What follows belongs to an exercise in optimizing a design on an open flow for small area and a short achievable clock period; a production flow would make more cautious choices. RTL that was checked went through simulation tests only; none was proved equivalent to the original. Only the layout flow was run in runs 3 to 5; the RTL was not checked for function there. Power is estimated from default activity; no workload was simulated.

File: flow/config.mk
export PLATFORM = sky130hd
export DESIGN_NAME = uart_tx_cfg
export DESIGN_NICKNAME = uart_tx_cfg
export VERILOG_FILES = /design/flow/design.v
export SDC_FILE = /design/flow/constraint.sdc
export NUM_CORES = 4
export LEC_CHECK = 0
export CAP_MARGIN = 20
export CORE_MARGIN = 2
export CORE_UTILIZATION = 45
export SLEW_MARGIN = 20
File: flow/constraint.sdc
create_clock -name core_clock -period 4.5 [get_ports {CLK}]
set_input_delay 0.9000 -clock core_clock [delete_from_list [all_inputs] [get_ports {CLK}]]
set_output_delay 0.9000 -clock core_clock [all_outputs]
set_load 0.01 [all_outputs]
File: flow/design.v
package uart_pkg;
  localparam int unsigned PARITY_NONE = 0;
  localparam int unsigned PARITY_ODD  = 1;
  localparam int unsigned PARITY_EVEN = 2;
  typedef enum logic [2:0] {
    IDLE,
    START,
    DATA,
    PARITY,
    STOP
  } tx_state_t;
  function automatic integer calc_ticks(input integer clk_hz, input integer baud);
    calc_ticks = clk_hz / baud;
  endfunction
  function automatic logic cfg_legal(input integer data_bits, input integer parity_mode,
                                     input integer stop_bits, input integer fifo_depth,
                                     input integer ticks);
    cfg_legal = (data_bits >= 5) && (data_bits <= 9) &&
           (parity_mode <= PARITY_EVEN) &&
           ((stop_bits == 1) || (stop_bits == 2)) &&
           (fifo_depth >= 2) && ((fifo_depth & (fifo_depth - 1)) == 0) &&
           (ticks >= 2);
  endfunction
endpackage
module uart_sync_fifo #(
  parameter int unsigned WIDTH = 8,
  parameter int unsigned N     = 257
) (
  input  logic             clk,
  input  logic [N-1:0]     we,      
  input  logic [WIDTH-1:0] wd,
  input  logic [WIDTH-1:0] wd_n,    
  input  logic             clean,   
  output logic [WIDTH-1:0] tap      
);
  logic [WIDTH*N-1:0] q;
  always_ff @(posedge clk)
    q[WIDTH-1:0] <= we[0] ? wd : (q[WIDTH*N-1 -: WIDTH] & {WIDTH{~clean}});
  for (genvar p = 1; p < N; p++) begin : g_pos
    if (p % 2 == 1) begin : g_odd
      always_ff @(posedge clk)
        q[WIDTH*p +: WIDTH] <= ~(({WIDTH{we[p]}} & wd) | q[WIDTH*(p-1) +: WIDTH]);
    end else begin : g_even
      always_ff @(posedge clk)
        q[WIDTH*p +: WIDTH] <= ~(({WIDTH{~we[p]}} | wd_n) & q[WIDTH*(p-1) +: WIDTH]);
    end
  end
  assign tap = q[WIDTH*N-1 -: WIDTH];
endmodule
module uart_tx_cfg #(
  parameter int unsigned CLK_FREQ    = 50_000_000,
  parameter int unsigned BAUD_RATE   = 115200,
  parameter int unsigned DATA_BITS   = 8,
  parameter int unsigned PARITY_MODE = 0,
  parameter int unsigned STOP_BITS   = 1,
  parameter int unsigned FIFO_DEPTH  = 256
) (
  input  logic                          CLK,
  input  logic                          RST,
  input  logic                          i_valid,
  input  logic [DATA_BITS-1:0]          i_data,
  output logic                          o_ready,
  output logic                          o_tx,
  output logic                          o_busy,
  output logic [$clog2(FIFO_DEPTH):0]   o_level
);
  localparam int unsigned TICKS = uart_pkg::calc_ticks(CLK_FREQ, BAUD_RATE);
  localparam int unsigned TW    = $clog2(TICKS);
  localparam int unsigned LW    = $clog2(FIFO_DEPTH) + 1;
  localparam int unsigned N     = FIFO_DEPTH + 1;
  localparam int unsigned PW    = $clog2(N);
  localparam logic [1:0] S_IDLE = 2'd0, S_START = 2'd1, S_DATA = 2'd2, S_STOP = 2'd3;
  logic [1:0]           state_q, state_d;
  logic [TW-1:0]        tick_q, tick_d;
  logic [2:0]           bit_q, bit_d;
  logic [DATA_BITS-1:0] shift_q, shift_d;
  logic                 tx_q, tx_d, busy_q, busy_d;
  logic [LW-1:0]        level_q, level_d;
  logic                 wr_q;
  logic [DATA_BITS-1:0] din_q, din_n_q;
  logic [PW-1:0]        k_q, k_d;    
  logic [PW-1:0]        m_q, m_d;    
  logic                 push, pop, nonempty, tick_end, need, cap, live, clean;
  logic [PW:0]          rc;
  logic [N-1:0]         we;
  logic [DATA_BITS-1:0] tap;
  assign nonempty = (level_q != '0);
  assign push     = i_valid && !level_q[LW-1];
  assign tick_end = (tick_q == TW'(TICKS - 1));
  assign need  = (state_q == S_START) && !bit_q[0];    
  assign rc    = (PW+1)'(level_q) - (PW+1)'(wr_q) + (PW+1)'(need);
  assign live  = ((PW+1)'(k_q) < rc);
  assign cap   = need && (k_q == '0);
  assign clean = !live || cap;
  always_comb begin
    k_d = cap ? k_q : ((k_q == PW'(N - 1)) ? '0 : k_q + PW'(1));
    m_d = wr_q ? m_q : ((m_q == PW'(N - 1)) ? '0 : m_q + PW'(1));
    for (int p = 0; p < N; p++) we[p] = wr_q && (m_q == PW'(p));
  end
  uart_sync_fifo #(.WIDTH(DATA_BITS), .N(N)) u_fifo (
    .clk   (CLK),
    .we    (we),
    .wd    (din_q),
    .wd_n  (din_n_q),
    .clean (clean),
    .tap   (tap)
  );
  always_comb begin
    state_d = state_q;
    tick_d  = tick_q;
    bit_d   = bit_q;
    shift_d = shift_q;
    tx_d    = 1'b1;
    busy_d  = 1'b1;
    pop     = 1'b0;
    if (state_q != S_IDLE) tick_d = tick_end ? '0 : tick_q + TW'(1);
    case (state_q)
      S_IDLE: begin
        busy_d = 1'b0;
        if (nonempty) begin
          pop     = 1'b1;
          state_d = S_START;
          tick_d  = '0;
        end
      end
      S_START: begin
        tx_d = 1'b0;
        if (cap) begin
          shift_d  = tap;
          bit_d[0] = 1'b1;
        end
        if (tick_end) begin
          state_d = S_DATA;
          bit_d   = '0;
        end
      end
      S_DATA: begin
        tx_d = shift_q[0];
        if (tick_end) begin
          shift_d = shift_q >> 1;
          bit_d   = bit_q + 3'd1;
          if (bit_q == 3'd7) state_d = S_STOP;
        end
      end
      default: begin
        if (tick_end) begin
          if (nonempty) begin
            pop     = 1'b1;
            state_d = S_START;
          end else begin
            state_d = S_IDLE;
          end
        end
      end
    endcase
  end
  always_comb begin
    level_d = level_q;
    if (push && !pop)      level_d = level_q + LW'(1);
    else if (!push && pop) level_d = level_q - LW'(1);
  end
  always_ff @(posedge CLK or negedge RST) begin
    if (!RST) begin
      state_q <= S_IDLE;
      bit_q   <= '0;
      tx_q    <= 1'b1;
      busy_q  <= 1'b0;
      level_q <= '0;
      wr_q    <= 1'b0;
      k_q     <= '0;
      m_q     <= '0;
    end else begin
      state_q <= state_d;
      bit_q   <= bit_d;
      tx_q    <= tx_d;
      busy_q  <= busy_d;
      level_q <= level_d;
      wr_q    <= push;
      k_q     <= k_d;
      m_q     <= m_d;
    end
  end
  always_ff @(posedge CLK) begin
    tick_q  <= tick_d;
    shift_q <= shift_d;
    din_q   <= i_data;
    din_n_q <= ~i_data;
  end
  assign o_tx    = tx_q;
  assign o_busy  = busy_q;
  assign o_ready = !level_q[LW-1];
  assign o_level = level_q;
endmodule
File: flow/run.sh
#!/bin/bash
# synth_recipe.tcl (not shown) runs the flow's synth.tcl, then flattens the netlist and writes it again
# the make line also repeats each setting of config.mk as NAME=value (left out here)
make -C /OpenROAD-flow-scripts/flow DESIGN_CONFIG=/design/flow/config.mk WORK_HOME=/design/flow/orfs CLKGATE_MAP_FILE= SYNTH_SCRIPT=/design/flow/synth_recipe.tcl finish
==> metrics.cfg, run 1 <==
[global_routing]
antenna_found_initial=1
grt_overflow=0
grt_max_degree=129
grt_pass1_wl_um=223600
grt_pass1_vias=36860
grtUsageTotal=0.2178

[sta]
rsz0062_at_grt=no
fin_crit_sh=0.9043
layout_setup_ws_ns=0.4306
relSlewSlack=0.2179
min_period_ns=4.069
fmax_mhz=245.7
setup-tns-final_ns=0
clock_skew_ns=0.02262
tightest_slew_ns=1.173
slew_violations=0
hold_viol=0
setup_violations=0

[synth]
synth-async-reset-ratio=0.01648
yosys_most_used_dff=dfxtp_1
synth_area_per_cell_sq_um=11.34
synthCells=5090
yosysWarnings=2
ys_seq_area_frac=0.7414
syn_area_sq_um=57700
synth.distinct_cells=56
synth_nets=5147
synth_edf_count=8
ys_ff_latch=2124

[route]
first_iter_violations=2688
wl_per_cell_um=20.85
drtAntennaViolNets=0
wirelength_um=144000
via_count=36950
vias_per_cell=5.352
drt-pass1-iter-count=6
drc_errors=0

[critical_path]
worstSetupStartpointType=register
r2r_slack_ns=0.43
end_kind=register
crit_fanout=8
required_ns=5.19
arrival_ns=4.75
critPathKind=reg -> reg

[finish]
drive_gt1_frac=0.08030
diodes=0
final_util=0.5201
final_common_cell=dfxtp_1
final_cell_mix=dfxtp_1, a21oi_1, o21ai_0
syn_to_final_growth_pct=14.81
final_cells=6905
num-nets-final=5137
stdcell_area_sq_um=66240

[pwr]
vdd_drop_max_v=0.0003446
pwr_density_cell_nw_per_um2=604.5
p_leak_nw=27.51

[clock_tree]
clkLatencyLatePin_ns=0.80
clk_path_buf_depth=3
cts_root_buffer=clkbuf_16
cts_tree=done
cts_made_buffers=194
cts.reportedPaths.clkPinSlew_ns=0.06
htree_num_levels=4
clkSinkCount=2124

[place]
dp_slack_ns=0.3444
dp_cells=6546
numPortBuffers=22
post_dp_cell_area_sq_um=59500
dp_hpwl_um=75750
place_congestion=0.7885

[floorplan]
die_h_um=362.1
core-area_sq_um=127400
rows=131
ios=23
die_w_um=362.1
dieArea_sq_um=131100
initial_utilization=0.4530

[min_path]
hold_class=in -> async

[status]
status=complete, no violations

[flow_run]
cap_violations=0

path summary, 6_finish.rpt:
path                            endpoint  cells past startpoint           from
setup / recovery             u_fifo.q[4]                     19     state_q[1]
hold reg to reg            u_fifo.q[865]                      1  u_fifo.q[857]
max in group asynchronous         k_q[7]                      1            RST
hold / removal                level_q[6]                      1            RST
setup reg to reg             u_fifo.q[4]                     19     state_q[1]
min in group core_clock    u_fifo.q[865]                      1  u_fifo.q[857]
per-stage QoR:
step | power [W] | hold slack (ns)
after floorplan | 0.02241 | 0.3536
after global placement | 0.02340 | 0.3553
after detailed placement | 0.02342 | 0.3602
after CTS | 0.04024 | 0.2205
after global routing | 0.04145 | 0.2731
final | 0.04005 | 0.2337
cells in the mapped netlist, types with 3 or more instances:
cell	n	area share
a21o_1	6	0.00078
a21oi_1	1045	0.091
a22o_1	9	0.0014
and2_1	5	0.00054
and3_1	10	0.0011
buf_2	16	0.0014
clkbuf_1	254	0.017
dfrtp_1	34	0.015
dfxtp_1	2081	0.72
edfxtp_1	8	0.0042
ha_1	44	0.0095
inv_1	35	0.0023
mux2_2	9	0.0018
mux2i_1	3	0.00052
nand2_1	157	0.010
nand2b_1	11	0.0012
nand3_1	41	0.0036
nand4_1	3	0.00033
nor2_1	155	0.010
nor2b_1	8	0.00087
nor3_1	10	0.00087
nor3_2	7	0.0012
nor4_1	3	0.00033
o21ai_0	1031	0.089
o21ai_1	26	0.0023
o21bai_1	6	0.00078
or2_2	9	0.00098
or3_1	5	0.00054
xnor2_1	12	0.0018
xor2_1	15	0.0023
power by group:
part           internal (W)  switching, W
registers            0.0198      0.000623
clock network       0.00995       0.00701
logic               0.00101       0.00165
flip-flops by register name, summed over array words and instances, names as in the netlist, 2 cells and up:
signal	flops
bit_q	3
din_n_q	8
din_q	8
k_q	9
level_q	9
m_q	9
shift_q	8
state_q	2
tick_q	9
u_fifo.q	2056
worst max-delay path: stages, from the launching register on:
cell	delay (ns)
dfrtp_1	0.40
inv_1	0.10
ha_1	0.29
nand2b_1	0.17
ha_1	0.30
inv_1	0.05
ha_1	0.19
inv_1	0.07
fa_1	0.42
nand2b_1	0.16
a21oi_1	0.15
nor2_1	0.08
o21ai_0	0.24
o41ai_1	0.12
xor2_1	0.16
ha_1	0.32
o2111ai_1	0.11
o21ai_1	0.22
a31oi_4	0.17
a22o_1	0.22
final cells by class:
class,instances,area [sq um]
flip-flops and latches,2124,42840
clock inverters,65,798.3
well taps,1662,2079
clock buffers,294,5949
inverters,35,131.4
repair buffers,66,695.7
fillers,11020,61110
multi-input cells,2659,13750
kinds of logic (layout without fill, tap and decap cells):
| kind of cell | after synthesis | in the layout | synth area share |
|---|---|---|---|
| AO/OA/AOI/OAI | 2140 | 2140 | 0.1880 |
| XOR/XNOR | 27 | 27 | 0.004099 |
| adder cells (fa/ha/maj) | 46 | 46 | 0.01024 |
| buffers and inverters | 307 | 460 | 0.02051 |
| flip-flops | 2124 | 2124 | 0.7414 |
| multiplexers | 12 | 12 | 0.002277 |
| AND/OR/NAND/NOR | 434 | 434 | 0.03346 |
what timing repair did:
item	CTS	global route
resized for setup	0	1
buffers inserted	0	0
endpoints found under the setup margin	0	8
hold buffers	0	0
metal layers:
metal | wire length, um | vias to the layer above | track usage
met4 | 3265 | 2 | 0.06552
met3 | 7476 | 214 | 0.03469
met5 | 22 | - | 0.001850
li1 | - | 17570 | -
met1 | 69330 | 18250 | 0.3134
met2 | 63890 | 913 | 0.3370
==> inputs of run 2 (changes only) <==
--- a/flow/design.v
+++ b/flow/design.v
@@ -81,19 +81,25 @@
   logic [PW-1:0]        k_q, k_d;    
   logic [PW-1:0]        m_q, m_d;    
-  logic                 push, pop, nonempty, tick_end, need, cap, live, clean;
-  logic [PW:0]          rc;
+  logic                 push, pop, nonempty, tick_end, need, cap, clean;
+  logic                 sweep_q;
   logic [N-1:0]         we;
   logic [DATA_BITS-1:0] tap;
+  function automatic logic [PW-1:0] inc_pw(input logic [PW-1:0] v);
+    logic c;
+    c = 1'b1;
+    for (int i = 0; i < PW; i++) begin
+      inc_pw[i] = v[i] ^ c;
+      c         = c & v[i];
+    end
+  endfunction
   assign nonempty = (level_q != '0);
   assign push     = i_valid && !level_q[LW-1];
   assign tick_end = (tick_q == TW'(TICKS - 1));
   assign need  = (state_q == S_START) && !bit_q[0];    
-  assign rc    = (PW+1)'(level_q) - (PW+1)'(wr_q) + (PW+1)'(need);
-  assign live  = ((PW+1)'(k_q) < rc);
   assign cap   = need && (k_q == '0);
-  assign clean = !live || cap;
+  assign clean = sweep_q || cap;
   always_comb begin
-    k_d = cap ? k_q : ((k_q == PW'(N - 1)) ? '0 : k_q + PW'(1));
-    m_d = wr_q ? m_q : ((m_q == PW'(N - 1)) ? '0 : m_q + PW'(1));
+    k_d = cap ? k_q : ((k_q == PW'(N - 1)) ? '0 : inc_pw(k_q));
+    m_d = wr_q ? m_q : ((m_q == PW'(N - 1)) ? '0 : inc_pw(m_q));
     for (int p = 0; p < N; p++) we[p] = wr_q && (m_q == PW'(p));
   end
@@ -156,7 +162,16 @@
   end
   always_comb begin
-    level_d = level_q;
-    if (push && !pop)      level_d = level_q + LW'(1);
-    else if (!push && pop) level_d = level_q - LW'(1);
+    logic [LW-1:0] up, dn;
+    logic          c, b;
+    c = 1'b1;
+    b = 1'b1;
+    for (int i = 0; i < LW; i++) begin
+      up[i] = level_q[i] ^ c;
+      dn[i] = level_q[i] ^ b;
+      c     = c & level_q[i];
+      b     = b & !level_q[i];
+    end
+    if (push) level_d = pop ? level_q : up;
+    else      level_d = pop ? dn : level_q;
   end
   always_ff @(posedge CLK or negedge RST) begin
@@ -170,4 +185,5 @@
       k_q     <= '0;
       m_q     <= '0;
+      sweep_q <= 1'b1;
     end else begin
       state_q <= state_d;
@@ -179,4 +195,5 @@
       k_q     <= k_d;
       m_q     <= m_d;
+      sweep_q <= sweep_q && (k_q != PW'(N - 1));
     end
   end
==> run 2 against run 1 <==
  * Via count is 1.8% lower
  * First-iteration DRC count up 11%
  * Flip-flop and latch count increased by 1
  * Cell area down 1.2%
  * Critical path type unchanged
  * Largest cell class unchanged
==> metrics.cfg, run 2 <==
[critical_path]
crit_family=simple AND/OR/NAND/NOR gates  ; was adder cells
required_ns=5.23  ; was 5.19 ns
worstRegToRegCells=6  ; was 19
cp_slowest_stage_delay_ns=0.69  ; was 0.42 ns
arrival_ns=3.81  ; was 4.75 ns
crit_fanout=14  ; was 8
cp.depth=6  ; was 19
crit_top_cell=nand2_1  ; was ha_1
end_kind=register  ; unchanged
crit_path_end=u_fifo.q[448]  ; was u_fifo.q[4]
path_buf_inv=1  ; was 3
slowest_stage=nor2_2  ; was fa_1
crit_chain=nor2b_1 -> nand2_1 -> nor2_2 -> buf_4 -> nand2_1 -> o21ai_0  ; was inv_1 -> ha_1 -> nand2b_1 -> ha_1 -> inv_1 -> ha_1 -> inv_1 -> fa_1 -> nand2b_1 -> a21oi_1 -> nor2_1 -> o21ai_0 -> o41ai_1 -> xor2_1 -> ha_1 -> o2111ai_1 -> o21ai_1 -> a31oi_4 -> a22o_1
critPathKind=reg -> reg  ; unchanged
r2r_slack_ns=1.42  ; was 0.43 ns
r2r-end=u_fifo.q[448]  ; was u_fifo.q[4]
startpoint=wr_q  ; was state_q[1]
timing.rr.start=wr_q  ; was state_q[1]
worstSetupStartpointType=register  ; unchanged

[route]
drtAntennaViolNets=0  ; unchanged
wl_per_cell_um=21.20  ; was 20.85 um
first_iter_violations=2982  ; was 2,688
drc_errors=0  ; unchanged
via_count=36300  ; was 36,950
wirelength_um=143800  ; was 144,000 um
drt-pass1-iter-count=6  ; unchanged
vias_per_cell=5.350  ; was 5.352

[clock_tree]
cts_tree=done  ; unchanged
clk_path_buf_depth=3  ; unchanged
cts.reportedPaths.clkPinSlew_ns=0.06  ; about the same
cts_setup_buffers=0  ; unchanged
cts_made_buffers=194  ; unchanged
htree_num_levels=4  ; unchanged
clkLatencyLatePin_ns=0.82  ; was 0.80 ns
post_cts_resized=0  ; unchanged
clkSinkCount=2125  ; was 2,124
cts_root_buffer=clkbuf_16  ; unchanged
cts_hold_buffers=0  ; unchanged

[global_routing]
grt_pass1_wl_um=222000  ; was 223,600 um
antenna_found_initial=2  ; was 1
use_met2=0.3336  ; was 0.3370
grt.met1_usage=0.3239  ; was 0.3134
busiest_layer=met2  ; unchanged
grt_pass1_vias=35990  ; was 36,860
grt_overflow=0  ; unchanged
grt_max_degree=100  ; was 129
grtUsageTotal=0.2197  ; was 0.2178
met3_usage=0.03743  ; was 0.03469

[finish]
diodes=0  ; unchanged
ff_latch_area_sq_um=42860  ; was 42,840 sq um
num-nets-final=5016  ; was 5,137
multiInputGateArea_sq_um=13140  ; was 13,750 sq um
regMostFlops=u_fifo.q  ; unchanged
final_cell_mix=dfxtp_1, o21ai_0, a21oi_1  ; was dfxtp_1, a21oi_1, o21ai_0
largest_register_ffs=2056  ; unchanged
final_util=0.5214  ; was 0.5201
drive_gt1_frac=0.08161  ; was 0.08030
fill_cells=10950  ; was 11,020
syn_to_final_growth_pct=14.93  ; was 14.81%
final_common_cell=dfxtp_1  ; unchanged

[synth]
synth_area_per_cell_sq_um=11.47  ; was 11.34 sq um
ys_ff_latch=2125  ; was 2,124
ys_seq_area_frac=0.7514  ; was 0.7414
yosysWarnings=2  ; unchanged
synth-async-reset-ratio=0.01694  ; was 0.01648
synth.most_common_cell=dfxtp_1  ; unchanged
synthCells=4967  ; was 5,090
synth.distinct_cells=59  ; was 56
synth_nets=5004  ; was 5,147
synth_edf_count=8  ; unchanged
synth_commonest_cells=dfxtp_1, o21ai_0, a21oi_1, clkbuf_1, nor2_1  ; was dfxtp_1, a21oi_1, o21ai_0, clkbuf_1, nand2_1
yosys.area.top_type=dfxtp_1  ; unchanged
synth_area_leaders=dfxtp_1, o21ai_0, a21oi_1  ; was dfxtp_1, a21oi_1, o21ai_0
synth_top_area_frac=0.7313  ; was 0.7221
yosys_most_used_dff=dfxtp_1  ; unchanged
syn_area_sq_um=56960  ; was 57,700 sq um

[place]
place_congestion=0.8082  ; was 0.7885
numPortBuffers=22  ; unchanged
dp_hpwl_um=76190  ; was 75,750 um

[sta]
fmax_mhz=324.8  ; was 245.7 MHz
setup_violations=0  ; unchanged
fin_crit_sh=0.6841  ; was 0.9043
hold_viol=0  ; unchanged
slew_violations=0  ; unchanged
clock_skew_ns=0.03205  ; was 0.02262 ns
relSlewSlack=0.2660  ; was 0.2179
rsz0062_at_grt=no  ; unchanged
min_period_ns=3.079  ; was 4.069 ns
setup-tns-final_ns=0  ; unchanged
tightest_slew_ns=1.101  ; was 1.173 ns

[floorplan]
core-area_sq_um=125600  ; was 127,400 sq um
die_h_um=359.8  ; was 362.1 um
die_w_um=359.8  ; was 362.1 um
rows=130  ; was 131
initial_utilization=0.4536  ; was 0.4530
dieArea_sq_um=129400  ; was 131,100 sq um
ios=23  ; unchanged

[status]
status=complete, no violations  ; unchanged

[pwr]
vdd_drop_max_v=0.0003192  ; was 0.0003446 V
p_leak_nw=27.12  ; was 27.51 nW
pwr_density_cell_nw_per_um2=591.4  ; was 604.5 nW/um^2

[flow_run]
cap_violations=0  ; unchanged

[min_path]
hold_class=in -> async  ; unchanged

## run 2: cell families (layout without fill, tap and decap cells)
group           after synthesis  after routing  share of synthesized area
compound gates             2106           2106                     0.1878
xor+xnor                     10             10                   0.001537
fa+ha+maj                    26             26                   0.005711
buf+inv                     284            451                    0.01915
flops                      2125           2125                     0.7514
mux                          15             15                   0.002943
simple gates                401            401                    0.03145
## run 2: worst min-delay path by stage
| stage | from | endpoint | slack [ns] | cells after the start |
|---|---|---|---|---|
| 6_report | RST | level_q[6] | 0.21 | 1 |
| 4_1_cts | RST | level_q[8] | 0.19 | 1 |
| 3_5_place_dp | u_fifo.q[1038] | u_fifo.q[1046] | 0.36 | 1 |
| 2_1_floorplan | u_fifo.q[1000] | u_fifo.q[1008] | 0.35 | 1 |
| 5_1_grt | RST | level_q[6] | 0.26 | 1 |
| 3_3_place_gp | u_fifo.q[1503] | u_fifo.q[1511] | 0.35 | 1 |
## run 2: per-stage QoR
stage	hold slack (ns)	std cells	total power (W)	cell area, sq um	worst slack, ns
after global placement	0.3547	6431	0.02253	58910	1.072
after CTS	0.1926	6783	0.03889	65440	1.422
after floorplan	0.3536	4967	0.02167	56960	1.967
after detailed placement	0.3602	6432	0.02254	58950	1.454
final	0.2080	6784	0.03872	65470	1.421
after global routing	0.2604	6784	0.03994	65470	1.271
## run 2: where the power goes
part,total (W),internal (W),switching (W)
logic,0.00157,0.000519,0.00105
registers,0.0206,0.0200,0.000651
clock network,0.0165,0.00947,0.00703
total,0.0387,0.0300,0.00873
## run 2: cell type report
cell class / instances / share of cell area
Clock inverter: 67 / 0.01250
Inverter: 22 / 0.001261
Timing Repair Buffer: 78 / 0.01250
Multi-Input combinational cell: 2558 / 0.2008
Clock buffer: 284 / 0.08671
Sequential cell: 2125 / 0.6547
Tap cell: 1650 / 0.03153
## run 2: routing by layer
metal  share of wire  vias up
met1            0.49    17870
met5               0        -
met4           0.020        0
met2            0.43      978
met3           0.055      214
li1                -    17230
## run 2: worst reg2reg max path: stages (launching register included)
cell	delay, ns
dfrtp_1	0.59
nor2b_1	0.47
nand2_1	0.31
nor2_2	0.69
buf_4	0.42
nand2_1	0.27
o21ai_0	0.26
==> inputs of run 3 (changes only) <==
--- a/flow/design.v
+++ b/flow/design.v
@@ -25,9 +25,9 @@
 module uart_sync_fifo #(
   parameter int unsigned WIDTH = 8,
-  parameter int unsigned N     = 257
+  parameter int unsigned N     = 257    
 ) (
   input  logic             clk,
   input  logic [N-1:0]     we,      
-  input  logic [WIDTH-1:0] wd,
+  input  logic [WIDTH-1:0] wd,      
   input  logic [WIDTH-1:0] wd_n,    
   input  logic             clean,   
@@ -38,8 +38,10 @@
     q[WIDTH-1:0] <= we[0] ? wd : (q[WIDTH*N-1 -: WIDTH] & {WIDTH{~clean}});
   for (genvar p = 1; p < N; p++) begin : g_pos
-    if (p % 2 == 1) begin : g_odd
+    if (p % 2 == 1) begin : g_hop
+      always_ff @(posedge clk) q[WIDTH*p +: WIDTH] <= q[WIDTH*(p-1) +: WIDTH];
+    end else if ((p / 2) % 2 == 1) begin : g_wr0
       always_ff @(posedge clk)
         q[WIDTH*p +: WIDTH] <= ~(({WIDTH{we[p]}} & wd) | q[WIDTH*(p-1) +: WIDTH]);
-    end else begin : g_even
+    end else begin : g_wr1
       always_ff @(posedge clk)
         q[WIDTH*p +: WIDTH] <= ~(({WIDTH{~we[p]}} | wd_n) & q[WIDTH*(p-1) +: WIDTH]);
@@ -77,6 +79,8 @@
   logic                 tx_q, tx_d, busy_q, busy_d;
   logic [LW-1:0]        level_q, level_d;
-  logic                 wr_q;
-  logic [DATA_BITS-1:0] din_q, din_n_q;
+  logic                 wr_q, wr1_q;          
+  logic [DATA_BITS-1:0] din_q, din_n_q, din1_q, din1_n_q;
+  logic                 wr, aligned;
+  logic [DATA_BITS-1:0] wd, wd_n;
   logic [PW-1:0]        k_q, k_d;    
   logic [PW-1:0]        m_q, m_d;    
@@ -96,4 +100,8 @@
   assign push     = i_valid && !level_q[LW-1];
   assign tick_end = (tick_q == TW'(TICKS - 1));
+  assign aligned = !m_q[0];
+  assign wr      = aligned && (wr_q || wr1_q);
+  assign wd      = wr1_q ? din1_q : din_q;
+  assign wd_n    = wr1_q ? din1_n_q : din_n_q;
   assign need  = (state_q == S_START) && !bit_q[0];    
   assign cap   = need && (k_q == '0);
@@ -101,12 +109,12 @@
   always_comb begin
     k_d = cap ? k_q : ((k_q == PW'(N - 1)) ? '0 : inc_pw(k_q));
-    m_d = wr_q ? m_q : ((m_q == PW'(N - 1)) ? '0 : inc_pw(m_q));
-    for (int p = 0; p < N; p++) we[p] = wr_q && (m_q == PW'(p));
+    m_d = wr ? m_q : ((m_q == PW'(N - 1)) ? '0 : inc_pw(m_q));
+    for (int p = 0; p < N; p++) we[p] = (p % 2 == 0) && wr && (m_q[PW-1:1] == (PW-1)'(p / 2));
   end
   uart_sync_fifo #(.WIDTH(DATA_BITS), .N(N)) u_fifo (
     .clk   (CLK),
     .we    (we),
-    .wd    (din_q),
-    .wd_n  (din_n_q),
+    .wd    (wd),
+    .wd_n  (wd_n),
     .clean (clean),
     .tap   (tap)
@@ -183,4 +191,5 @@
       level_q <= '0;
       wr_q    <= 1'b0;
+      wr1_q   <= 1'b0;
       k_q     <= '0;
       m_q     <= '0;
@@ -193,4 +202,5 @@
       level_q <= level_d;
       wr_q    <= push;
+      wr1_q   <= wr_q && !(wr && !wr1_q);
       k_q     <= k_d;
       m_q     <= m_d;
@@ -203,4 +213,6 @@
     din_q   <= i_data;
     din_n_q <= ~i_data;
+    din1_q   <= din_q;
+    din1_n_q <= din_n_q;
   end
   assign o_tx    = tx_q;
--- a/flow/config.mk
+++ b/flow/config.mk
@@ -9,3 +9,4 @@
 export CORE_MARGIN = 2
 export CORE_UTILIZATION = 45
+export SETUP_SLACK_MARGIN = 1.8
 export SLEW_MARGIN = 20
==> run 3 against run 2 <==
  * Still clean
  * Global-route usage down 4.0 points
  * Combinational power up 29%
  * Maximum frequency up 17%
  * Count of clock-buffer cells in the layout down 8
  * Critical path depth down 5
  * Clock skew down 0.0063 ns
  * Die area down 9.8%
  * Clock power down 2%
  * Worst setup slack better by 0.46 ns
  * Flip-flop and latch count up 17
  * Critical path type is now reg -> out
  * Largest cell class unchanged
  * Largest power group unchanged
  * Highest routed layer unchanged
==> metrics.cfg, run 3 <==
[status]
status=complete, no violations  ; unchanged

[sta]
setup-tns-final_ns=0  ; unchanged
clock_skew_ns=0.02572  ; was 0.03205 ns
relSlewSlack=0.2630  ; was 0.2660
fin_crit_sh=0.5828  ; was 0.6841
slew_violations=0  ; unchanged
tightest_slew_ns=1.106  ; was 1.101 ns
fmax_mhz=381.3  ; was 324.8 MHz
min_period_ns=2.623  ; was 3.079 ns
rsz0062_at_grt=yes  ; was no
hold_viol=0  ; unchanged
setup_violations=0  ; unchanged

[synth]
yosysWarnings=2  ; unchanged
synth_commonest_cells=dfxtp_1, a21oi_1, o21ai_0, nand2_1, nor2_1  ; was dfxtp_1, o21ai_0, a21oi_1, clkbuf_1, nor2_1
synth_top_area_frac=0.8183  ; was 0.7313
synth_edf_count=8  ; unchanged
yosys_most_used_dff=dfxtp_1  ; unchanged
synth_area_leaders=dfxtp_1, a21oi_1, o21ai_0  ; was dfxtp_1, o21ai_0, a21oi_1
syn_area_sq_um=51300  ; was 56,960 sq um
ys_seq_area_frac=0.8410  ; was 0.7514
synthCells=3715  ; was 4,967
synth.most_common_cell=dfxtp_1  ; unchanged
synth-async-reset-ratio=0.01727  ; was 0.01694
synth_area_per_cell_sq_um=13.81  ; was 11.47 sq um
yosys.area.top_type=dfxtp_1  ; unchanged
synth_nets=3750  ; was 5,004
synth.distinct_cells=58  ; was 59
ys_ff_latch=2142  ; was 2,125

[route]
via_count=26430  ; was 36,300
drtAntennaViolNets=0  ; unchanged
wl_per_cell_um=19.04  ; was 21.20 um
first_iter_violations=1858  ; was 2,982
drt-pass1-iter-count=5  ; was 6
vias_per_cell=4.815  ; was 5.350
drc_errors=0  ; unchanged
wirelength_um=104500  ; was 143,800 um

[finish]
ff_latch_area_sq_um=43160  ; was 42,860 sq um
drive_gt1_frac=0.1050  ; was 0.08161
largest_register_ffs=2056  ; unchanged
num-nets-final=3872  ; was 5,016
final_cell_mix=dfxtp_1, o21ai_0, a21oi_1  ; unchanged
diodes=0  ; unchanged
multiInputGateArea_sq_um=7711  ; was 13,140 sq um
stdcell_area_sq_um=59660  ; was 65,470 sq um
final_common_cell=dfxtp_1  ; unchanged
regMostFlops=u_fifo.q  ; unchanged
syn_to_final_growth_pct=16.28  ; was 14.93%
fill_cells=9291  ; was 10,950

[critical_path]
cp_slowest_stage_delay_ns=0.55  ; was 0.69 ns
path_buf_inv=1  ; unchanged
slowest_stage=clkdlybuf4s50_1  ; was nor2_2
crit_fanout=4  ; was 14
worstSetupStartpointType=register  ; unchanged
arrival_ns=1.72  ; was 3.81 ns
end_kind=output pin  ; was register
crit_family=buffers and inverters  ; was simple AND/OR/NAND/NOR gates
critPathKind=reg -> out  ; was reg -> reg
required_ns=3.60  ; was 5.23 ns
crit_chain=clkdlybuf4s50_1  ; was nor2b_1 -> nand2_1 -> nor2_2 -> buf_4 -> nand2_1 -> o21ai_0

[place]
place_congestion=0.7750  ; was 0.8082
numPortBuffers=22  ; unchanged
post_dp_cell_area_sq_um=53190  ; was 58,950 sq um
dp_hpwl_um=56000  ; was 76,190 um

[global_routing]
grt_overflow=0  ; unchanged
grt_max_degree=65  ; was 100
grt_pass1_vias=26540  ; was 35,990
grt_pass1_wl_um=160800  ; was 222,000 um
grtUsageTotal=0.1801  ; was 0.2197
antenna_found_initial=0  ; was 2

[clock_tree]
cts.reportedPaths.clkPinSlew_ns=0.06  ; about the same
clkLatencyLatePin_ns=0.78  ; was 0.82 ns
clk_path_buf_depth=3  ; unchanged
cts_tree=done  ; unchanged
clkSinkCount=2142  ; was 2,125
cts_hold_buffers=0  ; unchanged
cts_made_buffers=187  ; was 194
cts_root_buffer=clkbuf_16  ; unchanged
htree_num_levels=4  ; unchanged

[floorplan]
die_w_um=341.7  ; was 359.8 um
core-area_sq_um=112800  ; was 125,600 sq um
die_h_um=341.7  ; was 359.8 um
initial_utilization=0.4548  ; was 0.4536
ios=23  ; unchanged
dieArea_sq_um=116700  ; was 129,400 sq um
rows=123  ; was 130

[min_path]
hold_class=in -> async  ; unchanged

[pwr]
vdd_drop_max_v=0.0003949  ; was 0.0003192 V
pwr_density_cell_nw_per_um2=656.9  ; was 591.4 nW/um^2
p_leak_nw=23.44  ; was 27.12 nW

[flow_run]
cap_violations=0  ; unchanged

## run 3: final timing paths
check	startpoint	end	slack, ns	cells after the start
worst max register to register	m_q[6]	u_fifo.q[534]	1.89	4
worst min-delay path	RST	level_q[3]	0.27	1
max in group asynchronous	RST	wr1_q	3.58	1
worst max-delay path	level_q[7]	o_level[7]	1.88	1
min in group core_clock	u_fifo.q[1216]	u_fifo.q[1224]	0.30	0
worst min register to register	u_fifo.q[1216]	u_fifo.q[1224]	0.30	0
## run 3: layout make-up
cell class	instances	share of cell area
Multi-Input combinational cell	1426	0.1293
Tap cell	1500	0.03146
Timing Repair Buffer	61	0.008515
Clock buffer	276	0.09369
Clock inverter	66	0.01244
Inverter	19	0.001195
Sequential cell	2142	0.7234
## run 3: where the power goes
group	switching [W]	internal, W
Combinational	0.00143	0.000585
Clock	0.00680	0.00927
Sequential	0.000540	0.0206
Total	0.00878	0.0304
## run 3: repair_timing
item | CTS | global route
resized for setup | 12 | 21
endpoints found under the setup margin | 162 | 102
endpoints found under the hold margin | 0 | 0
setup buffers | 4 | 4
## run 3: stage by stage
step                      std cells  power (W)  hold slack, ns  utilization  setup WS [ns]
after floorplan                3715    0.02232          0.3096            -          2.353
after global placement         5140    0.02343          0.3095       0.4715          1.341
after detailed placement       5140    0.02342          0.3121       0.4715          1.532
after CTS                      5486    0.03943          0.2626       0.5280          1.803
after global routing           5490    0.04056          0.3144       0.5288          1.770
final                          5490    0.03919          0.2675       0.5288          1.877
## run 3: cell families (layout without fill, tap and decap cells)
kind of cell,after synthesis,after routing,share of synthesized area
DFF,2142,2142,0.8410
AOI/OAI and AO/OA,1083,1083,0.1086
and+or+nand+nor,279,279,0.02468
buffers and inverters,147,422,0.01158
muxes,31,31,0.006658
adders and majority gates,24,24,0.005853
xor gates and xnor gates,9,9,0.001536
## run 3: per-layer routing
metal | track usage | up-vias | part of all wire
met4 | 0.05020 | 0 | 0.018
li1 | - | 12740 | -
met5 | 0 | - | 0
met3 | 0.03439 | 147 | 0.039
met2 | 0.2732 | 428 | 0.44
met1 | 0.2628 | 13120 | 0.51
==> inputs of run 4 (changes only) <==
--- a/flow/config.mk
+++ b/flow/config.mk
@@ -9,4 +9,4 @@
 export CORE_MARGIN = 2
 export CORE_UTILIZATION = 45
-export SETUP_SLACK_MARGIN = 1.8
+export SETUP_SLACK_MARGIN = 2.3
 export SLEW_MARGIN = 20
==> run 4 against run 3 <==
  * Total power up 0.83%
  * Maximum frequency up 15%
  * Clock skew up 0.0021 ns
  * Register-to-register slack better by 0.43 ns
  * Die area unchanged
  * Critical endpoint is now o_tx
  * Via count up 0.92%
  * Non-clock buffer count up 15
  * Sequential share of layout area down 1.2 points
  * Worst setup slack better by 0.34 ns
  * Highest routed layer unchanged
  * Cell area up 1.8%
  * Clock power about the same
  * Combinational power up 14%
==> metrics.cfg, run 4 <==
[floorplan]
rows=123  ; unchanged
die_h_um=341.7  ; unchanged
initial_utilization=0.4548  ; unchanged
die_w_um=341.7  ; unchanged
ios=23  ; unchanged
core-area_sq_um=112800  ; unchanged
dieArea_sq_um=116700  ; unchanged

[critical_path]
cp_slowest_stage_delay_ns=0.52  ; was 0.55 ns
arrival_ns=1.38  ; was 1.72 ns
end_kind=output pin  ; unchanged
r2r_slack_ns=2.32  ; was 1.89 ns
crit_fanout=1  ; was 4
critPathKind=reg -> out  ; unchanged
crit_chain=buf_6  ; was clkdlybuf4s50_1
worstSetupStartpointType=register  ; unchanged
required_ns=3.60  ; about the same
slowest_stage=dfstp_2  ; was clkdlybuf4s50_1
path_buf_inv=1  ; unchanged
crit_family=flip-flops  ; was buffers and inverters

[pwr]
vdd_drop_max_v=0.0004005  ; was 0.0003949 V
pwr_density_cell_nw_per_um2=650.9  ; was 656.9 nW/um^2
p_leak_nw=23.74  ; was 23.44 nW

[synth]
synth-async-reset-ratio=0.01727  ; unchanged
synth_area_per_cell_sq_um=13.81  ; unchanged
ys_seq_area_frac=0.8410  ; unchanged
yosys.area.top_type=dfxtp_1  ; unchanged
synth_top_area_frac=0.8183  ; unchanged
syn_area_sq_um=51300  ; unchanged
synth_nets=3750  ; unchanged
synth_area_leaders=dfxtp_1, a21oi_1, o21ai_0  ; unchanged
yosys_most_used_dff=dfxtp_1  ; unchanged
synth_edf_count=8  ; unchanged
synth.most_common_cell=dfxtp_1  ; unchanged
synth.distinct_cells=58  ; unchanged
synthCells=3715  ; unchanged
ys_ff_latch=2142  ; unchanged
synth_commonest_cells=dfxtp_1, a21oi_1, o21ai_0, nand2_1, nor2_1  ; unchanged
yosysWarnings=2  ; unchanged

[sta]
fin_crit_sh=0.5072  ; was 0.5828
slew_violations=0  ; unchanged
setup-tns-final_ns=0  ; unchanged
min_period_ns=2.282  ; was 2.623 ns
hold_viol=0  ; unchanged
relSlewSlack=0.3710  ; was 0.2630
fmax_mhz=438.1  ; was 381.3 MHz
clock_skew_ns=0.02786  ; was 0.02572 ns
tightest_slew_ns=0.9435  ; was 1.106 ns
setup_violations=0  ; unchanged
rsz0062_at_grt=yes  ; unchanged

[route]
drt-pass1-iter-count=5  ; unchanged
drtAntennaViolNets=0  ; unchanged
vias_per_cell=4.841  ; was 4.815
first_iter_violations=1844  ; was 1,858
drc_errors=0  ; unchanged
wl_per_cell_um=19.66  ; was 19.04 um
via_count=26680  ; was 26,430
wirelength_um=108300  ; was 104,500 um

[place]
numPortBuffers=22  ; unchanged
dp_hpwl_um=56000  ; unchanged
place_congestion=0.7750  ; unchanged

[finish]
syn_to_final_growth_pct=18.32  ; was 16.28%
final_cell_mix=dfxtp_1, a21oi_1, o21ai_0  ; was dfxtp_1, o21ai_0, a21oi_1
largest_register_ffs=2056  ; unchanged
num-nets-final=3891  ; was 3,872
regMostFlops=u_fifo.q  ; unchanged
drive_gt1_frac=0.1367  ; was 0.1050
final_util=0.5381  ; was 0.5288
fill_cells=9168  ; was 9,291
final_common_cell=dfxtp_1  ; unchanged

[clock_tree]
cts_made_buffers=187  ; unchanged
cts_hold_buffers=0  ; unchanged
cts_root_buffer=clkbuf_16  ; unchanged
clk_path_buf_depth=3  ; unchanged
clkLatencyLatePin_ns=0.78  ; about the same
clkSinkCount=2142  ; unchanged
cts_tree=done  ; unchanged
htree_num_levels=4  ; unchanged
cts.reportedPaths.clkPinSlew_ns=0.06  ; about the same

[global_routing]
grt_pass1_vias=26770  ; was 26,540
grt_max_degree=65  ; unchanged
grt_pass1_wl_um=165000  ; was 160,800 um
antenna_found_initial=1  ; was 0
grtUsageTotal=0.1866  ; was 0.1801
grt_overflow=0  ; unchanged

[status]
status=complete, no violations  ; unchanged

[flow_run]
cap_violations=0  ; unchanged

[min_path]
hold_class=in -> async  ; unchanged

## run 4: cell count changes in the layout (fill, tap and decap cells not counted), sizes merged
cell,delta
buf,+27
clkdlybuf4s50,-9
diode,+1
dlygate4sd2,-2
dlymetal6s2s,-1
mux2,+4
## run 4: cells by family (layout without fill, tap and decap cells)
logic type	Yosys count	in the layout	synth area share
compound gates	1083	1083	0.1086
flops	2142	2142	0.8410
buf+inv	147	437	0.01158
other cells	0	1	0
simple gates	279	279	0.02468
xor+xnor	9	9	0.001536
fa+ha+maj	24	24	0.005853
mux	31	35	0.006658
## run 4: timing repair
item,CTS,global route
setup buffers,14,9
cloned,4,0
hold endpoints to repair,0,0
pin swaps,4,8
gates resized for setup,195,87
setup endpoints to repair,1052,730
## run 4: path summary, 6_finish.rpt
kind                                start        endpoint  cells past startpoint
max reg2reg                          wr_q   u_fifo.q[464]                      7
max                                  tx_q            o_tx                      1
min                                   RST      level_q[3]                      1
max in group asynchronous             RST          m_q[6]                      1
min reg2reg                u_fifo.q[1216]  u_fifo.q[1224]                      0
min in group core_clock    u_fifo.q[1216]  u_fifo.q[1224]                      0
## run 4: where the power goes
group	leakage [nW]	switching (W)	total, W	internal [W]
Sequential	18.6	0.000556	0.0211	0.0206
Clock	3.15	0.00682	0.0161	0.00927
Combinational	2.02	0.00162	0.00231	0.000692
Total	23.7	0.00899	0.0395	0.0305
## run 4: area by class of cell
class	count	area [sq um]	area share
diodes	1	2.502	0.00004122
clock buffers	276	5589	0.09207
clock inverters	66	742.0	0.01222
repair buffers	76	718.2	0.01183
multi-input cells	1430	8529	0.1405
flip-flops and latches	2142	43170	0.7112
inverters	19	71.32	0.001175
well taps	1500	1877	0.03092
## run 4: per-stage QoR
step           cell area, sq um  total power (W)  instances  hold slack, ns  worst slack (ns)
6_report                  60700          0.03951       5510          0.2719             2.218
5_1_grt                   60700          0.04086       5509          0.3156             2.168
4_1_cts                   60260          0.03967       5500          0.2626             2.141
3_5_place_dp              53190          0.02342       5140          0.3121             1.532
3_3_place_gp              53180          0.02343       5140          0.3095             1.341
2_1_floorplan             51300          0.02232       3715          0.3096             2.353
## run 4: layer usage
metal | vias up | track usage | wire length (um)
met5 | - | 0 | 0
met4 | 0 | 0.05442 | 2218
li1 | 12780 | - | -
met1 | 13240 | 0.2700 | 53970
met3 | 161 | 0.03617 | 4654
met2 | 498 | 0.2842 | 47480
==> inputs of run 5 (changes only) <==
--- a/flow/design.v
+++ b/flow/design.v
@@ -25,5 +25,6 @@
 module uart_sync_fifo #(
   parameter int unsigned WIDTH = 8,
-  parameter int unsigned N     = 257    
+  parameter int unsigned N     = 257,   
+  parameter int unsigned G     = 4
 ) (
   input  logic             clk,
@@ -38,7 +39,7 @@
     q[WIDTH-1:0] <= we[0] ? wd : (q[WIDTH*N-1 -: WIDTH] & {WIDTH{~clean}});
   for (genvar p = 1; p < N; p++) begin : g_pos
-    if (p % 2 == 1) begin : g_hop
+    if (p % G != 0) begin : g_hop
       always_ff @(posedge clk) q[WIDTH*p +: WIDTH] <= q[WIDTH*(p-1) +: WIDTH];
-    end else if ((p / 2) % 2 == 1) begin : g_wr0
+    end else if ((p / G) % 2 == 1) begin : g_wr0
       always_ff @(posedge clk)
         q[WIDTH*p +: WIDTH] <= ~(({WIDTH{we[p]}} & wd) | q[WIDTH*(p-1) +: WIDTH]);
@@ -72,4 +73,6 @@
   localparam int unsigned N     = FIFO_DEPTH + 1;
   localparam int unsigned PW    = $clog2(N);
+  localparam int unsigned G     = 8;
+  localparam int unsigned GW    = $clog2(G);
   localparam logic [1:0] S_IDLE = 2'd0, S_START = 2'd1, S_DATA = 2'd2, S_STOP = 2'd3;
   logic [1:0]           state_q, state_d;
@@ -79,8 +82,8 @@
   logic                 tx_q, tx_d, busy_q, busy_d;
   logic [LW-1:0]        level_q, level_d;
-  logic                 wr_q, wr1_q;          
-  logic [DATA_BITS-1:0] din_q, din_n_q, din1_q, din1_n_q;
+  logic [G-1:0]         pend_q, pend_d;
+  logic [DATA_BITS-1:0] dly_q [G-1];
+  logic [DATA_BITS-1:0] wd_q, wd_n_q, wd_d;
   logic                 wr, aligned;
-  logic [DATA_BITS-1:0] wd, wd_n;
   logic [PW-1:0]        k_q, k_d;    
   logic [PW-1:0]        m_q, m_d;    
@@ -100,8 +103,17 @@
   assign push     = i_valid && !level_q[LW-1];
   assign tick_end = (tick_q == TW'(TICKS - 1));
-  assign aligned = !m_q[0];
-  assign wr      = aligned && (wr_q || wr1_q);
-  assign wd      = wr1_q ? din1_q : din_q;
-  assign wd_n    = wr1_q ? din1_n_q : din_n_q;
+  assign aligned = (m_q[GW-1:0] == '0);
+  assign wr      = aligned && (pend_q != '0);
+  always_comb begin
+    logic older;
+    pend_d[0] = push;
+    for (int j = 1; j < G; j++) begin
+      older = 1'b0;
+      for (int i = j; i < G; i++) older = older | pend_q[i];
+      pend_d[j] = pend_q[j-1] && !(wr && !older);
+    end
+    wd_d = i_data;
+    for (int j = 1; j < G; j++) if (pend_d[j]) wd_d = dly_q[j-1];
+  end
   assign need  = (state_q == S_START) && !bit_q[0];    
   assign cap   = need && (k_q == '0);
@@ -110,11 +122,11 @@
     k_d = cap ? k_q : ((k_q == PW'(N - 1)) ? '0 : inc_pw(k_q));
     m_d = wr ? m_q : ((m_q == PW'(N - 1)) ? '0 : inc_pw(m_q));
-    for (int p = 0; p < N; p++) we[p] = (p % 2 == 0) && wr && (m_q[PW-1:1] == (PW-1)'(p / 2));
-  end
-  uart_sync_fifo #(.WIDTH(DATA_BITS), .N(N)) u_fifo (
+    for (int p = 0; p < N; p++) we[p] = (p % G == 0) && wr && (m_q[PW-1:GW] == (PW-GW)'(p / G));
+  end
+  uart_sync_fifo #(.WIDTH(DATA_BITS), .N(N), .G(G)) u_fifo (
     .clk   (CLK),
     .we    (we),
-    .wd    (wd),
-    .wd_n  (wd_n),
+    .wd    (wd_q),
+    .wd_n  (wd_n_q),
     .clean (clean),
     .tap   (tap)
@@ -190,6 +202,5 @@
       busy_q  <= 1'b0;
       level_q <= '0;
-      wr_q    <= 1'b0;
-      wr1_q   <= 1'b0;
+      pend_q  <= '0;
       k_q     <= '0;
       m_q     <= '0;
@@ -201,6 +212,5 @@
       busy_q  <= busy_d;
       level_q <= level_d;
-      wr_q    <= push;
-      wr1_q   <= wr_q && !(wr && !wr1_q);
+      pend_q  <= pend_d;
       k_q     <= k_d;
       m_q     <= m_d;
@@ -211,8 +221,8 @@
     tick_q  <= tick_d;
     shift_q <= shift_d;
-    din_q   <= i_data;
-    din_n_q <= ~i_data;
-    din1_q   <= din_q;
-    din1_n_q <= din_n_q;
+    dly_q[0] <= i_data;
+    for (int j = 1; j < G - 1; j++) dly_q[j] <= dly_q[j-1];
+    wd_q     <= wd_d;
+    wd_n_q   <= ~wd_d;
   end
   assign o_tx    = tx_q;
--- a/flow/config.mk
+++ b/flow/config.mk
@@ -9,4 +9,6 @@
 export CORE_MARGIN = 2
 export CORE_UTILIZATION = 45
-export SETUP_SLACK_MARGIN = 2.3
+export CTS_CLUSTER_DIAMETER = 80
+export CTS_CLUSTER_SIZE = 30
+export SETUP_SLACK_MARGIN = 2.5
 export SLEW_MARGIN = 20
==> run 5 against run 4 <==
  * Still clean on timing, DRC and antenna
  * Clock power down 45%
  * Sequential share of layout area up 9.6 points
  * Utilization down 2.6 points
  * Synthesized cell count down 22%
  * Global-route usage down 5.2 points
  * First-iteration DRC count down 31%
  * Worst setup slack better by 0.035 ns
  * Clock skew down 0.0035 ns
  * Flip-flop and latch count up 46
  * Count of clock-buffer cells in the layout down 184
  * Routed wire length down 31%
==> metrics.cfg, run 5 <==
[sta]
min_period_ns=2.248  ; was 2.282 ns
hold_viol=0  ; unchanged
relSlewSlack=0.3440  ; was 0.3710
fin_crit_sh=0.4995  ; was 0.5072
layout_setup_ws_ns=2.252  ; was 2.218 ns
tightest_slew_ns=0.9840  ; was 0.9435 ns
hold_ws_ns=0.2148  ; was 0.2719 ns
clock_skew_ns=0.02432  ; was 0.02786 ns
setup_violations=0  ; unchanged
setup-tns-final_ns=0  ; unchanged
fmax_mhz=444.9  ; was 438.1 MHz
slew_violations=0  ; unchanged
rsz0062_at_grt=yes  ; unchanged

[finish]
num-nets-final=3091  ; was 3,891
syn_to_final_growth_pct=13.38  ; was 18.32%
largest_register_ffs=2056  ; unchanged
fill_cells=8466  ; was 9,168
regMostFlops=u_fifo.q  ; unchanged
drive_gt1_frac=0.1527  ; was 0.1367
final_cells=4477  ; was 5,510
final_common_cell=dfxtp_1  ; unchanged
reg_top3=u_fifo.q: 2056 flops, dly_q: 56 flops
final_cell_mix=dfxtp_1, a21oi_1, o21ai_0  ; unchanged

[route]
vias_per_cell=4.423  ; was 4.841
wirelength_um=75090  ; was 108,300 um
via_count=19800  ; was 26,680
drt-pass1-iter-count=4  ; was 5
wl_per_cell_um=16.77  ; was 19.66 um
first_iter_violations=1272  ; was 1,844
drc_errors=0  ; unchanged
drtAntennaViolNets=0  ; unchanged

[status]
status=complete, no violations  ; unchanged

[floorplan]
ios=23  ; unchanged
initial_utilization=0.4518  ; was 0.4548
rows=120  ; was 123
dieArea_sq_um=109800  ; was 116,700 sq um
die_h_um=331.4  ; was 341.7 um
core-area_sq_um=106800  ; was 112,800 sq um
die_w_um=331.4  ; was 341.7 um

[clock_tree]
cts_hold_buffers=0  ; unchanged
cts_made_buffers=83  ; was 187
cts_tree=done  ; unchanged
clkLatencyLatePin_ns=0.67  ; was 0.78 ns
cts_root_buffer=clkbuf_16  ; unchanged
cts.reportedPaths.clkPinSlew_ns=0.12  ; was 0.06 ns
clk_path_buf_depth=3  ; unchanged
clkSinkCount=2188  ; was 2,142
htree_num_levels=3  ; was 4

[pwr]
finalPower_w=0.03368  ; was 0.03951 W
vdd_drop_max_v=0.0004864  ; was 0.0004005 V
p_leak_nw=21.27  ; was 23.74 nW
pwr_density_cell_nw_per_um2=616.0  ; was 650.9 nW/um^2

[synth]
synth_edf_count=8  ; unchanged
synth.most_common_cell=dfxtp_1  ; unchanged
synthCells=2901  ; was 3,715
synth.distinct_cells=62  ; was 58
ys_seq_area_frac=0.9144  ; was 0.8410
yosys.area.top_type=dfxtp_1  ; unchanged
synth_top_area_frac=0.8870  ; was 0.8183
synth_area_leaders=dfxtp_1, dfrtp_1, o21ai_0  ; was dfxtp_1, a21oi_1, o21ai_0
synth_area_per_cell_sq_um=16.63  ; was 13.81 sq um
yosys_most_used_dff=dfxtp_1  ; unchanged
synth_nets=2936  ; was 3,750
yosysWarnings=3  ; was 2
ys_ff_latch=2188  ; was 2,142
syn_area_sq_um=48230  ; was 51,300 sq um
synth-async-reset-ratio=0.01965  ; was 0.01727
synth_commonest_cells=dfxtp_1, o21ai_0, a21oi_1, nand2_1, dfrtp_1  ; was dfxtp_1, a21oi_1, o21ai_0, nand2_1, nor2_1

[critical_path]
cp_slowest_stage_delay_ns=0.77  ; was 0.52 ns
slowest_stage=nor4_4  ; was dfstp_2
end_kind=register  ; was output pin
crit_fanout=16  ; was 1
worstSetupStartpointType=register  ; unchanged
critPathKind=reg -> reg  ; was reg -> out
crit_chain=nor4_4 -> and3_4 -> nand2_1 -> o31ai_4  ; was buf_6
arrival_ns=2.82  ; was 1.38 ns
required_ns=5.07  ; was 3.60 ns

[place]
dp_hpwl_um=40930  ; was 56,000 um
dp_cells=4285  ; was 5,140
dp_slack_ns=1.473  ; was 1.532 ns
place_congestion=0.8074  ; was 0.7750
numPortBuffers=22  ; unchanged

[global_routing]
grt_pass1_wl_um=115100  ; was 165,000 um
grt_overflow=0  ; unchanged
antenna_found_initial=9  ; was 1
grt_pass1_vias=19800  ; was 26,770
grt_max_degree=44  ; was 65
grtUsageTotal=0.1350  ; was 0.1866

[min_path]
hold_class=in -> async  ; unchanged

[flow_run]
cap_violations=0  ; unchanged

run 5: changes by cell type after synthesis, sizes merged, moves of 10 or more:
cell	before	now
nand2	104	69
buf	58	20
dfxtp	2097	2137
nor3b	1	11
o221a	0	16
o221ai	1	16
nand3	11	22
a21oi	518	139
o31ai	2	12
clkbuf	70	33
nor2	98	31
mux2	25	10
o21ai	527	163
run 5: cell families after synthesis:
group / after synthesis / synth area share
buffers and inverters: 75 / 0.006693
DFF: 2188 / 0.9144
xor gates and xnor gates: 11 / 0.001998
muxes: 11 / 0.002542
adders and majority gates: 24 / 0.006226
AOI/OAI and AO/OA: 370 / 0.04418
and+or+nand+nor: 222 / 0.02400
run 5: worst max-delay path: cells and delay by family, from the launching register on:
kind | cells | cell delay, ns
and+or+nand+nor | 3 | 1.44
AOI/OAI and AO/OA | 1 | 0.11
DFF | 1 | 0.58
run 5: through the flow:
| step | utilization | cell area [sq um] |
|---|---|---|
| after floorplan | - | 48450 |
| after global placement | 0.4709 | 50260 |
| after detailed placement | 0.4709 | 50270 |
| after CTS | 0.5037 | 53770 |
| after global routing | 0.5122 | 54680 |
| final | 0.5122 | 54680 |
run 5: path summary, 6_finish.rpt:
check | to | cells past startpoint | startpoint | slack (ns)
worst max-delay path | u_fifo.q[1] | 4 | m_q[4] | 2.25
worst min-delay path | k_q[5] | 1 | RST | 0.21
worst max register to register | u_fifo.q[1] | 4 | m_q[4] | 2.25
worst min register to register | u_fifo.q[43] | 0 | u_fifo.q[35] | 0.31
max in group asynchronous | pend_q[2] | 1 | RST | 3.78
min in group core_clock | u_fifo.q[43] | 0 | u_fifo.q[35] | 0.31
run 5: repair_timing:
action	CTS	global route
buffers inserted	55	31
hold endpoints to repair	0	0
cloned	3	0
pin swaps	37	63
gates resized for setup	253	185
endpoints found under the setup margin	333	322
run 5: per-layer routing:
| layer | global-route usage | vias up | share of wire | wire length [um] |
|---|---|---|---|---|
| met5 | 0 | - | 0 | 0 |
| li1 | - | 9672 | - | - |
| met2 | 0.2063 | 344 | 0.44 | 33020 |
| met3 | 0.02344 | 119 | 0.040 | 3012 |
| met4 | 0.04440 | 0 | 0.022 | 1665 |
| met1 | 0.1955 | 9666 | 0.50 | 37390 |
run 5: power breakdown:
group          total, W  leakage (nW)  internal (W)  switching [W]
Sequential       0.0222          18.2        0.0211        0.00117
Combinational   0.00266          2.01       0.00106        0.00160
Clock           0.00880          1.10       0.00351        0.00529
Total            0.0337          21.3        0.0256        0.00806
run 5: layout make-up:
cell class | instances | area (sq um) | share of cell area
inverter | 22 | 83.83 | 0.001533
sequential | 2188 | 44130 | 0.8070
clock buffer | 92 | 2132 | 0.03899
multi-input combinational | 640 | 5285 | 0.09665
tap | 1403 | 1755 | 0.03210
clock inverter | 9 | 121.4 | 0.002219
antenna | 2 | 5.005 | 0.00009152
timing repair buffer | 121 | 1174 | 0.02146
==> inputs of run 6 (changes only) <==
--- a/flow/design.v
+++ b/flow/design.v
@@ -73,5 +73,5 @@
   localparam int unsigned N     = FIFO_DEPTH + 1;
   localparam int unsigned PW    = $clog2(N);
-  localparam int unsigned G     = 8;
+  localparam int unsigned G     = 4;
   localparam int unsigned GW    = $clog2(G);
   localparam logic [1:0] S_IDLE = 2'd0, S_START = 2'd1, S_DATA = 2'd2, S_STOP = 2'd3;
==> run 6 against run 5 <==
  * Cell area rose by 2.0%
  * Via count rose by 7.7%
  * Total power decreased by 9.3%
  * Register-to-register slack better by 0.08 ns
  * Maximum frequency is 1.7% higher
  * Largest cell class unchanged
  * Critical path type is now reg -> out
  * Utilization increased by 0.87 points
==> metrics.cfg, run 6 <==
[synth]
synth_compound_area_frac=0.06529  ; was 0.04418
synth_edf_count=8  ; unchanged
synthCells=3109  ; was 2,901
ys_ff_latch=2152  ; was 2,188
synth_area_leaders=dfxtp_1, o21ai_0, a21oi_1  ; was dfxtp_1, dfrtp_1, o21ai_0
synth_top_family_by_area=compound AO/OA/AOI/OAI gates  ; unchanged
synth.most_common_cell=dfxtp_1  ; unchanged
yosys.area_share.simple=0.02280  ; was 0.02400
synth_nets=3144  ; was 2,936
synth_area_per_cell_sq_um=15.61  ; was 16.63 sq um
synth_commonest_cells=dfxtp_1, o21ai_0, a21oi_1, nand2_1, clkbuf_1  ; was dfxtp_1, o21ai_0, a21oi_1, nand2_1, dfrtp_1
syn_area_sq_um=48520  ; was 48,230 sq um
synth-async-reset-ratio=0.01812  ; was 0.01965
synth.distinct_cells=64  ; was 62
synth_top_area_frac=0.8685  ; was 0.8870
ys_seq_area_frac=0.8937  ; was 0.9144
synth_mux_area_frac=0.003120  ; was 0.002542
yosysWarnings=3  ; unchanged
synthXorXnorAreaFrac=0.001625  ; was 0.001998
synth_fa_ha_area_frac=0.006189  ; was 0.006226
yosys_most_used_dff=dfxtp_1  ; unchanged
yosys.area.top_type=dfxtp_1  ; unchanged

[finish]
final_util=0.5209  ; was 0.5122
num-nets-final=3295  ; was 3,091
regMostFlops=u_fifo.q  ; unchanged
drive_gt1_frac=0.1927  ; was 0.1527
final_common_cell=dfxtp_1  ; unchanged
stdcell_area_sq_um=55770  ; was 54,680 sq um
final_cell_mix=dfxtp_1, o21ai_0, a21oi_2  ; was dfxtp_1, a21oi_1, o21ai_0
syn_to_final_growth_pct=14.94  ; was 13.38%
reg_top3=u_fifo.q: 2056 flops, dly_q: 24 flops  ; was u_fifo.q: 2056 flops, dly_q: 56 flops
largest_register_ffs=2056  ; unchanged

[floorplan]
die_h_um=332.4  ; was 331.4 um
ios=23  ; unchanged
dieArea_sq_um=110500  ; was 109,800 sq um
initial_utilization=0.4532  ; was 0.4518
rows=120  ; unchanged
die_w_um=332.4  ; was 331.4 um
core-area_sq_um=107100  ; was 106,800 sq um

[sta]
slew_violations=0  ; unchanged
fmax_mhz=452.6  ; was 444.9 MHz
setup-tns-final_ns=0  ; unchanged
rsz0062_at_grt=yes  ; unchanged
fin_crit_sh=0.4910  ; was 0.4995
min_period_ns=2.210  ; was 2.248 ns
clock_skew_ns=0.04524  ; was 0.02432 ns
layout_setup_ws_ns=2.290  ; was 2.252 ns
hold_viol=0  ; unchanged
relSlewSlack=0.1679  ; was 0.3440
tightest_slew_ns=1.248  ; was 0.9840 ns
setup_violations=0  ; unchanged

[route]
drtAntennaViolNets=0  ; unchanged
wl_per_cell_um=18.20  ; was 16.77 um
first_iter_violations=1480  ; was 1,272
wirelength_um=85170  ; was 75,090 um
drc_errors=0  ; unchanged
via_count=21330  ; was 19,800
vias_per_cell=4.559  ; was 4.423
drt-pass1-iter-count=5  ; was 4

[clock_tree]
cts_hold_buffers=0  ; unchanged
clk_path_buf_depth=3  ; unchanged
cts_made_buffers=82  ; was 83
cts.reportedPaths.clkPinSlew_ns=0.11  ; was 0.12 ns
htree_num_levels=3  ; unchanged
clkLatencyLatePin_ns=0.69  ; was 0.67 ns
cts_tree=done  ; unchanged
clkSinkCount=2152  ; was 2,188
cts_root_buffer=clkbuf_16  ; unchanged

[status]
status=complete, no violations  ; unchanged

[critical_path]
arrival_ns=1.31  ; was 2.82 ns
worstSetupStartpointType=register  ; unchanged
slowest_stage=dfstp_2  ; was nor4_4
cp_slowest_stage_delay_ns=0.54  ; was 0.77 ns
crit_chain=buf_6  ; was nor4_4 -> and3_4 -> nand2_1 -> o31ai_4
path_buf_inv=1  ; was 0
crit_fanout=1  ; was 16
end_kind=output pin  ; was register
required_ns=3.60  ; was 5.07 ns
crit_family=flip-flops  ; was simple AND/OR/NAND/NOR gates
critPathKind=reg -> out  ; was reg -> reg

[pwr]
vdd_drop_max_v=0.0003138  ; was 0.0004864 V
finalPower_w=0.03057  ; was 0.03368 W
p_leak_nw=21.59  ; was 21.27 nW
pwr_density_cell_nw_per_um2=548.1  ; was 616.0 nW/um^2

[global_routing]
grt_pass1_vias=20100  ; was 19,800
grtUsageTotal=0.1490  ; was 0.1350
antenna_found_initial=2  ; was 9
grt_max_degree=40  ; was 44
grt_overflow=0  ; unchanged
grt_pass1_wl_um=124300  ; was 115,100 um

[place]
dp_slack_ns=1.551  ; was 1.473 ns
numPortBuffers=22  ; unchanged
place_congestion=0.7532  ; was 0.8074
post_dp_cell_area_sq_um=50440  ; was 50,270 sq um
dp_hpwl_um=46690  ; was 40,930 um

[flow_run]
cap_violations=0  ; unchanged

[min_path]
hold_class=reg -> reg  ; was in -> async

==> run 6: cell count changes after synthesis, moves of 11 or more <==
cell	change
nand2_1	+12
nor3b_1	-11
clkbuf_1	+34
nor3_1	-15
o221a_2	-14
nor2_1	+25
dfxtp_1	-32
o21ai_0	+105
o221ai_1	-15
a21oi_1	+122
==> run 6: final timing paths <==
check                                     end          start  slack [ns]  cells past startpoint
worst max-delay path                     o_tx           tx_q        2.29                      1
worst min-delay path            u_fifo.q[317]  u_fifo.q[309]        0.31                      0
worst max register to register     shift_q[4]         k_q[0]        2.33                      7
worst min register to register  u_fifo.q[317]  u_fifo.q[309]        0.31                      0
max in group asynchronous              m_q[3]            RST        3.40                      1
min in group asynchronous              k_q[5]            RST        0.38                      1
==> run 6: power by group <==
group	internal, W	switching [W]	total (W)
Sequential	0.0198	0.000548	0.0203
Clock	0.00346	0.00531	0.00877
Combinational	0.000603	0.000888	0.00149
==> run 6: per-layer routing <==
layer / vias up / GRT usage / part of all wire
met5: - / 0 / 0
met4: 0 / 0.04236 / 0.022
met3: 107 / 0.02565 / 0.035
met2: 246 / 0.2204 / 0.43
met1: 10560 / 0.2242 / 0.51
li1: 10420 / - / -
==> run 6: area by class of cell <==
cell class | count | area, sq um
Clock inverter | 9 | 117.6
Antenna cell | 1 | 2.502
Inverter | 17 | 76.32
Multi-Input combinational cell | 865 | 6661
Sequential cell | 2152 | 43410
Timing Repair Buffer | 142 | 1612
Fill cell | 8691 | 51290
Tap cell | 1403 | 1755
Clock buffer | 90 | 2135
==> run 6: cells by family (layout without fill, tap and decap cells) <==
logic type,Yosys count,count (layout)
muxes,14,14
adders and majority gates,24,24
xor gates and xnor gates,9,9
and+or+nand+nor,225,225
AOI/OAI and AO/OA,593,593
buffers and inverters,92,258
other,0,1
DFF,2152,2152
==> run 6: what timing repair did <==
| action | in CTS | in global routing |
|---|---|---|
| pin swaps | 23 | 206 |
| buffers inserted | 42 | 52 |
| endpoints found under the setup margin | 584 | 569 |
| gates cloned | 0 | 3 |
| gates resized for setup | 239 | 387 |
==> run 6: per-stage QoR <==
stage	instances	hold WS (ns)
after floorplan	3109	0.3096
after global placement	4482	0.3095
after detailed placement	4482	0.3121
after CTS	4623	0.3084
after global routing	4678	0.3199
final	4679	0.3112

==> port drivers added, routing unchanged <==
No port has a modelled driver above. Below, the same layouts with a new extraction and two added sets of constraints. Step 1: set_driving_cell puts a clkbuf_16 on CLK and a buf_2 on each other input, an assumption about the parent block. Step 2 moves the port delays by t, midway between the first and last clock arrival at a register: inputs arrive t later, outputs are due t later. That takes back most of the time a late clock gives input paths. Slacks: ideal ports / drivers / drivers and shift; pairs: ideal ports / drivers.
| run | t, ns | setup WS [ns] | slew at the worst register clock pin (ns) |
|---|---|---|---|
| run 1 | 0.863 | 0.431 / 0.431 / 0.431 | 0.07 / 0.07 |
| run 2 | 0.878 | 1.421 / 1.421 / 1.421 | 0.07 / 0.07 |
| run 3 | 0.833 | 1.877 / 1.810 / 1.774 | 0.07 / 0.07 |
| run 4 | 0.833 | 2.218 / 2.149 / 1.783 | 0.07 / 0.07 |
| run 5 | 0.728 | 2.252 / 2.225 / 2.012 | 0.12 / 0.12 |
| run 6 | 0.740 | 2.290 / 2.221 / 1.780 | 0.11 / 0.11 |
After both steps every run listed still meets setup and hold. The setup slack of run 6, which loses most, moves by -0.069 ns with the drivers and by -0.510 ns with both steps.
